What follows belongs to an exercise in optimizing a design on an open flow for small area, a short achievable clock period and few clock cycles per item; a production flow would make more cautious choices.
At most, simulation tests tie the RTL to the original design; equivalence was not proved.
Power is estimated from default activity; no workload was simulated.

before:
==> flow/design.v (excerpt) <==
module led_cube_node_to_coordinate_unit (
  input  wire logic        clk_i,
  input  wire logic        rst_ni,
  input  wire logic        start_i,
  output logic             busy_o,
  input  wire logic [17:0] node_index_i,
  output logic             done_o,
  output logic [5:0]       voxel_x_o,
  output logic [5:0]       voxel_y_o,
  output logic [5:0]       voxel_z_o,
  output logic             index_out_of_range_o,
  input  wire logic        cfg_we_i,
  input  wire logic [2:0]  cfg_idx_i,
  input  wire logic [6:0]  cfg_data_i
);
  logic [5:0] wdim_q, hdim_q, ddim_q;
  logic [2:0] corner_q, style_q;
  logic [1:0] sstyle_q;
  logic       layer_q;
  logic [5:0] dim_wr;
  logic [2:0] style_wr;
  assign dim_wr   = (cfg_data_i == 7'd0) ? 6'd0 : (cfg_data_i > 7'd64) ? 6'd63 : 6'(cfg_data_i - 7'd1);
  assign style_wr = (cfg_data_i[2:1] == 2'b11) ? 3'd0 : cfg_data_i[2:0];
  always_ff @(posedge clk_i or negedge rst_ni) begin
    if (!rst_ni) begin
      wdim_q   <= 6'd0;
      hdim_q   <= 6'd0;
      ddim_q   <= 6'd0;
      corner_q <= 3'd0;
      style_q  <= 3'd0;
      sstyle_q <= 2'd0;
      layer_q  <= 1'b0;
    end else if (cfg_we_i) begin
      case (cfg_idx_i)
  ...
==> flow/config.mk <==
export PLATFORM = sky130hd
export DESIGN_NAME = led_cube_node_to_coordinate_unit
export DESIGN_NICKNAME = led_cube_node_to_coordinate_unit
export VERILOG_FILES = /design/flow/design.v
export SDC_FILE = /design/flow/constraint.sdc
export NUM_CORES = 4
export LEC_CHECK = 0
export ABC_AREA = 1
export CAP_MARGIN = 20
export CORE_MARGIN = 2
export CORE_UTILIZATION = 40
export CTS_CLUSTER_DIAMETER = 120
export CTS_CLUSTER_SIZE = 24
export SETUP_SLACK_MARGIN = 3.3
export SLEW_MARGIN = 20
export TNS_END_PERCENT = 0
==> flow/constraint.sdc <==
create_clock -name core_clock -period 5.5 [get_ports {clk_i}]
set_input_delay 1.1000 -clock core_clock [delete_from_list [all_inputs] [get_ports {clk_i}]]
set_output_delay 1.1000 -clock core_clock [all_outputs]
set_load 0.01 [all_outputs]
standard.sh (not shown) runs the stock make flow with config.mk's settings and CLKGATE_MAP_FILE= SYNTH_SCRIPT=/design/flow/synth_recipe.tcl, a recipe that flattens the netlist after the stock synthesis.
==> flow/flow/run.sh <==
#!/bin/bash
# The standard layout, with the port buffers made of sky130_fd_sc_hd__buf_2 cells instead of
# the delay-buffer cells the resizer picks by default.
set -euo pipefail
bash standard.sh BUFFER_PORTS_ARGS="-buffer_cell sky130_fd_sc_hd__buf_2" finish > standard_make.log 2>&1
The following lists how after was set up differently from before:
--- a/flow/design.v
+++ b/flow/design.v
@@ -98,19 +98,22 @@
       {3'd7, 3'd5}: e = {3'd4, 1'b1, 1'b0, 1'b0};
       default: e = 6'd0;
     endcase
     orient = e;
   endfunction
   logic [5:0] oe;
+  logic [2:0] pm_q;
+  logic [5:0] oe_c;
+  assign oe_c = orient({corner_q, style_q});
   logic [5:0] w_m1_d, h_m1_d, d_m1_d;
   logic [8:0] sel_c;
   logic [5:0] w_m1_q, h_m1_q, d_m1_q;
   logic [2:0] refl_c;
   logic       zig_c, alt_c, rev_layer_c, revx_c;
   always_comb begin
-    oe = orient({corner_q, style_q});
+    oe = {pm_q, oe_c[2:0]};
     case (oe[5:3])
       3'd0: begin w_m1_d = wdim_q; h_m1_d = hdim_q; d_m1_d = ddim_q; end
       3'd1: begin w_m1_d = wdim_q; h_m1_d = ddim_q; d_m1_d = hdim_q; end
       3'd2: begin w_m1_d = hdim_q; h_m1_d = wdim_q; d_m1_d = ddim_q; end
       3'd3: begin w_m1_d = hdim_q; h_m1_d = ddim_q; d_m1_d = wdim_q; end
       3'd4: begin w_m1_d = ddim_q; h_m1_d = wdim_q; d_m1_d = hdim_q; end
@@ -130,12 +133,13 @@
     zig_c       = (sstyle_q == 2'd0);
     alt_c       = (sstyle_q == 2'd2);
     rev_layer_c = !layer_q;
     revx_c      = !layer_q && !h_m1_q[0];
   end
   always_ff @(posedge clk_i) begin
+    pm_q   <= oe_c[5:3];
     w_m1_q <= w_m1_d;
     h_m1_q <= h_m1_d;
     d_m1_q <= d_m1_d;
   end
   function automatic logic [6:0] dstep(input logic [5:0] r, input logic b, input logic [5:0] m);
     logic [6:0] t;
Findings:
In after the clock network fraction of total power turned out 0.5 points lower than in before. Worst setup slack in after vs before: up 0.010 ns. Row power: after higher / before lower. Final standard cell utilization of the core in after is 1.2 points below before. Combinational fraction of design power, before and after: smaller value in before. after does worse than before on global-route wire length before repair. Taking before as the reference, in after post-route setup TNS held, via count shows an increase of 167.
Testbench counts of after, summed over its fixed seeds: cycles 32,448, items 32,000.
For before, only the layout was checked, not whether the RTL still works.

## re-timing with driven ports
The flow's constraints put no driver on any port. The routed layouts listed below were extracted and timed again, unchanged, in two steps. Step 1 (the two cells are an assumption about what drives the block):
set clk [get_ports {clk_i}]
set_driving_cell -lib_cell sky130_fd_sc_hd__clkbuf_16 $clk
set_driving_cell -lib_cell sky130_fd_sc_hd__buf_2 [delete_from_list [all_inputs] $clk]
Step 2 times the ports against the registers' clock, not the clock port: input delays grow and output delays shrink by t, the midpoint of the rising clock arrivals with the driver on. Slacks: ideal ports / drivers / drivers and shift; pairs: ideal ports / drivers.
| run | t (ns) | setup WS [ns] | worst data-port slew with drivers (ns) |
|---|---|---|---|
| before | 0.570 | 3.362 / 3.327 / 2.865 | 0.05 |
| after | 0.580 | 3.373 / 3.320 / 2.892 | 0.03 |
After both steps every run listed still meets setup and hold. For before, which loses most, drivers alone change the setup slack by -0.035 ns; drivers and shift together by -0.497 ns.
